What follows belongs to an exercise in optimizing a design on an open flow for small area, a short achievable clock period and few clock cycles; a production flow would make more cautious choices.
The RTL was checked by simulation tests, not by an equivalence proof against the original design.
Power is estimated from default activity; no workload was simulated.

## cedar
==> flow/design.v (excerpt) <==
module hdc_encoder_top (
  input  logic      clk_i,
  input  logic      rst_i,
  input  logic      csr_we_i,
  input  logic      csr_re_i,
  input  hdc_pkg::csr_addr_t csr_addr_i,
  input  hdc_pkg::csr_data_t csr_wdata_i,
  output hdc_pkg::csr_data_t csr_rdata_o,
  output logic      csr_rvalid_o,
  output hdc_pkg::hv_t       qhv_o,
  output logic      qhv_valid_o
);
For scale: about 110 I/O pins.
==> module im_shared_mem, before the edit <==
module im_shared_mem (
  input  logic     clk_i,
  input  logic     rst_i,
  input  logic     csr_we_i,
  input  hdc_pkg::csr_addr_t csr_addr_i,
  input  hdc_pkg::csr_data_t csr_wdata_i,
  output logic     wr_pend_o,
  output logic [hdc_pkg::IM_DEPTH*hdc_pkg::HV_DIM-1:0] mem_o
);
  logic win_we;
  hdc_pkg::im_addr_t wr_addr_q;
  hdc_pkg::hv_t      wr_data_q;
  assign win_we = csr_we_i &&
                  (csr_addr_i[hdc_pkg::CSR_ADDR_W-1:hdc_pkg::IM_ADDR_W] ==
                   hdc_pkg::IM_WIN_BASE[hdc_pkg::CSR_ADDR_W-1:hdc_pkg::IM_ADDR_W]);
  always_ff @(posedge clk_i) begin
    if (rst_i) begin
      wr_pend_o <= 1'b0;
    end else begin
      wr_pend_o <= win_we;
    end
  end
  always_ff @(posedge clk_i) begin
    wr_addr_q <= csr_addr_i[hdc_pkg::IM_ADDR_W-1:0];
    wr_data_q <= csr_wdata_i;
  end
  for (genvar k = 0; k < hdc_pkg::IM_DEPTH; k++) begin : g_word
    always_ff @(posedge clk_i) begin
      if (wr_pend_o && (wr_addr_q == k)) begin
        mem_o[k*hdc_pkg::HV_DIM +: hdc_pkg::HV_DIM] <= wr_data_q;
      end
    end
  end
endmodule
==> module hv_bundler, before the edit <==
module hv_bundler #(
  parameter int unsigned LANES = 16
) (
  input  logic   clk_i,
  input  logic   rst_i,
  input  logic   start_i,
  input  logic   n_zero_i,
  input  logic   wr_pend_i,
  input  hdc_pkg::count_t num_items_i,
  input  logic [LANES*hdc_pkg::IM_DEPTH-1:0] y_i,
  input  logic [hdc_pkg::IM_DEPTH-1:0]       mask_i,
  output logic [LANES-1:0] grp_o,
  output logic   hold_o,
  output logic   busy_o,
  output logic   done_o,
  output hdc_pkg::hv_t    qhv_o,
  output logic   qhv_valid_o
);
  localparam int unsigned D = hdc_pkg::IM_DEPTH;
  logic       phl_q, ph1_q, ph2_q, ph3_q;
  logic       accept;
  logic [2:0]         qcap_q;    
  logic [2:0]         rhalf_q;   
  logic [4:0]         thr_q [9];   
  logic [LANES-1:0]   maj;
  logic [LANES-1:0]   part_q;
  assign accept = start_i && !n_zero_i && !phl_q && !ph1_q && !ph2_q;
  assign busy_o = phl_q || ph1_q || ph2_q || ph3_q;
  assign hold_o = phl_q;
  logic [LANES-1:0] par_q;
  logic             par_dec_q;
  always_ff @(posedge clk_i) begin
    if (rst_i) begin
      par_q     <= '0;
      par_dec_q <= 1'b0;
    end else begin
      par_q     <= ~par_q;
      par_dec_q <= ~par_dec_q;
    end
  end
  assign grp_o = par_q;
  always_ff @(posedge clk_i) begin
    if (rst_i) begin
      phl_q       <= 1'b0;
      ph1_q       <= 1'b0;
      ph2_q       <= 1'b0;
      ph3_q       <= 1'b0;
      done_o      <= 1'b0;
      qhv_valid_o <= 1'b0;
    end else begin
      phl_q       <= accept && wr_pend_i;
      ph1_q       <= (accept && !wr_pend_i) || phl_q;
      ph2_q       <= ph1_q;
      ph3_q       <= ph2_q;
      qhv_valid_o <= ph3_q;
      if (accept) begin
        done_o <= 1'b0;
      end else if (ph3_q) begin
        done_o <= 1'b1;
      end
    end
  end
  always_ff @(posedge clk_i) begin
    qcap_q  <= (num_items_i[7:6] != 2'd0) ? 3'd4 : {1'b0, num_items_i[5:4]};
    rhalf_q <= num_items_i[3:1];
  end
  for (genvar h = 0; h < 9; h++) begin : g_thr
    logic [5:0] base, step, t;
    assign base = {3'b0, rhalf_q} + 6'd1;
    if (h <= 4) begin : g_up
      assign step = 6'(qcap_q * (8 - 2 * h));
      assign t    = base + step;
      always_ff @(posedge clk_i) begin
        thr_q[h] <= (t > 6'd16) ? 5'd16 : t[4:0];
      end
    end else begin : g_down
      assign step = 6'(qcap_q * (2 * h - 8));
      assign t    = base - step;
      always_ff @(posedge clk_i) begin
        thr_q[h] <= (base > step) ? t[4:0] : 5'd0;
      end
    end
  end
  function automatic logic [1:0] fadd(input logic a, input logic b, input logic c);
    fadd = {(a & b) | (a & c) | (b & c), a ^ b ^ c};
  endfunction
  function automatic logic [10:0] csa16(input logic [15:0] v);
    logic [1:0] f0, f1, f2, f3, f4;
    f0 = fadd(v[0],  v[1],  v[2]);
    f1 = fadd(v[3],  v[4],  v[5]);
    f2 = fadd(v[6],  v[7],  v[8]);
    f3 = fadd(v[9],  v[10], v[11]);
    f4 = fadd(v[12], v[13], v[14]);
    csa16 = {f4[1], f3[1], f2[1], f1[1], f0[1], v[15], f4[0], f3[0], f2[0], f1[0], f0[0]};
  endfunction
  function automatic logic [2:0] count6(input logic [5:0] v);
    logic [1:0] a, b;
    a = fadd(v[0], v[1], v[2]);
    b = fadd(v[3], v[4], v[5]);
    count6 = {1'b0, a} + {1'b0, b};
  endfunction
  for (genvar l = 0; l < LANES; l++) begin : g_lane
    logic [D-1:0] y, ym;
    logic [10:0]  all_q, ext_c_q;   
    logic [2:0]   ones_all, ones_ext, twos_all, twos_ext;
    logic [3:0]   half;             
    logic [3:0]   s_ext;
    logic [8:0]   half_q;           
    logic [3:0]   ext_q;            
    logic [4:0]   thr;
    assign y  = y_i[l*D +: D];
    assign ym = y & mask_i;
    always_ff @(posedge clk_i) begin
      all_q   <= csa16(y);
      ext_c_q <= csa16(ym);
    end
    assign ones_all = count6(all_q[5:0]);
    assign twos_all = count6({1'b0, all_q[10:6]});
    assign ones_ext = count6(ext_c_q[5:0]);
    assign twos_ext = count6({1'b0, ext_c_q[10:6]});
    assign half  = {2'b0, ones_all[2:1]} + {1'b0, twos_all};
    assign s_ext = {1'b0, ones_ext} + {twos_ext, 1'b0};
    always_ff @(posedge clk_i) begin
      for (int h = 0; h < 9; h++) half_q[h] <= (half == 4'(h));
      ext_q <= s_ext;
    end
    always_comb begin
      thr = '0;
      for (int h = 0; h < 9; h++) thr = thr | (half_q[h] ? thr_q[h] : 5'd0);
    end
    assign maj[l] = ({1'b0, ext_q} >= thr);
  end
  always_ff @(posedge clk_i) begin
    if (ph2_q) part_q <= maj;
  end
  always_ff @(posedge clk_i) begin
    if (ph3_q) qhv_o <= par_dec_q ? {maj, part_q} : {part_q, maj};
  end
endmodule
Settings: LEC_CHECK=0, ABC_AREA=1, CAP_MARGIN=20, CORE_MARGIN=2, CORE_UTILIZATION=40, SETUP_SLACK_MARGIN=2.3, SLEW_MARGIN=20; clock period 5.0 ns.
run.sh (not shown) runs the stock make flow with config.mk's settings and CLKGATE_MAP_FILE= SYNTH_SCRIPT=/design/flow/synth_recipe.tcl, a recipe that flattens the netlist after the stock synthesis.
Testbench counts of cedar, summed over its fixed seeds: cycles 2,576.
Input-level comparison between juniper and cedar:
--- a/flow/design.v
+++ b/flow/design.v
@@ -165,31 +165,33 @@
   input  hdc_pkg::csr_addr_t csr_addr_i,
   input  hdc_pkg::csr_data_t csr_wdata_i,
   output logic     wr_pend_o,
   output logic [hdc_pkg::IM_DEPTH*hdc_pkg::HV_DIM-1:0] mem_o
 );
   logic win_we;
-  hdc_pkg::im_addr_t wr_addr_q;
+  logic [hdc_pkg::IM_DEPTH-1:0] wr_word_q;    
   hdc_pkg::hv_t      wr_data_q;
   assign win_we = csr_we_i &&
                   (csr_addr_i[hdc_pkg::CSR_ADDR_W-1:hdc_pkg::IM_ADDR_W] ==
                    hdc_pkg::IM_WIN_BASE[hdc_pkg::CSR_ADDR_W-1:hdc_pkg::IM_ADDR_W]);
   always_ff @(posedge clk_i) begin
     if (rst_i) begin
       wr_pend_o <= 1'b0;
     end else begin
       wr_pend_o <= win_we;
     end
   end
   always_ff @(posedge clk_i) begin
-    wr_addr_q <= csr_addr_i[hdc_pkg::IM_ADDR_W-1:0];
+    for (int k = 0; k < hdc_pkg::IM_DEPTH; k++) begin
+      wr_word_q[k] <= win_we && (csr_addr_i[hdc_pkg::IM_ADDR_W-1:0] == k);
+    end
     wr_data_q <= csr_wdata_i;
   end
   for (genvar k = 0; k < hdc_pkg::IM_DEPTH; k++) begin : g_word
     always_ff @(posedge clk_i) begin
-      if (wr_pend_o && (wr_addr_q == k)) begin
+      if (wr_word_q[k]) begin
         mem_o[k*hdc_pkg::HV_DIM +: hdc_pkg::HV_DIM] <= wr_data_q;
       end
     end
   end
 endmodule
 `default_nettype wire
@@ -324,13 +326,13 @@
       thr = '0;
       for (int h = 0; h < 9; h++) thr = thr | (half_q[h] ? thr_q[h] : 5'd0);
     end
     assign maj[l] = ({1'b0, ext_q} >= thr);
   end
   always_ff @(posedge clk_i) begin
-    if (ph2_q) part_q <= maj;
+    part_q <= maj;
   end
   always_ff @(posedge clk_i) begin
     if (ph3_q) qhv_o <= par_dec_q ? {maj, part_q} : {part_q, maj};
   end
 endmodule
 `default_nettype wire
### Flow results
Changes observed in juniper relative to cedar: sequential share of layout area moved up; highest ir drop seen on vdd grew by 31%; setup slack after layout increased by 0.082 ns relative to the old numbers; maximum operating frequency went up by about 3%.
juniper: done, clean on timing, DRC and antenna
The leakage power figure reported for juniper is smaller than that of cedar by about 1.4%.
Run comparison: juniper launching instance or port of the critical path u_bundler.thr_q[7][2]$_SDFF_PP0_; cedar launching instance or port of the critical path u_csr.dist_o[3]$_SDFFE_PP0N_
Portion of total power attributed to the clock network was lower in the run labelled cedar.
Testbench counts of juniper, summed over its fixed seeds: cycles 2,576.

afterwards: timing with drivers on the ports:
Ports are ideal in the flow. The routed layouts listed here were re-timed in OpenROAD.
Step 1: set_driving_cell puts a clkbuf_16 on clk_i and a buf_2 on each other input, an assumption about the parent block.
Step 2 times the ports against the registers' clock, not the clock port: input delays grow and output delays shrink by t, the midpoint of the rising clock arrivals with the driver on.
Three values: ideal, step 1, step 2; two values: the first two.
run | t, ns | setup slack, ns | worst setup path at the end | worst slew at a driven data input, ns | cell pins on the clock port's net
cedar | 0.886 | 2.267 / 2.267 / 1.719 | input to register | 0.08 | 1
juniper | 0.882 | 2.350 / 2.274 / 1.714 | input to register | 0.11 | 1
After both steps setup and hold are still met in every run listed. The setup slack of juniper, which loses most, moves by -0.076 ns with the drivers and by -0.636 ns with both steps.
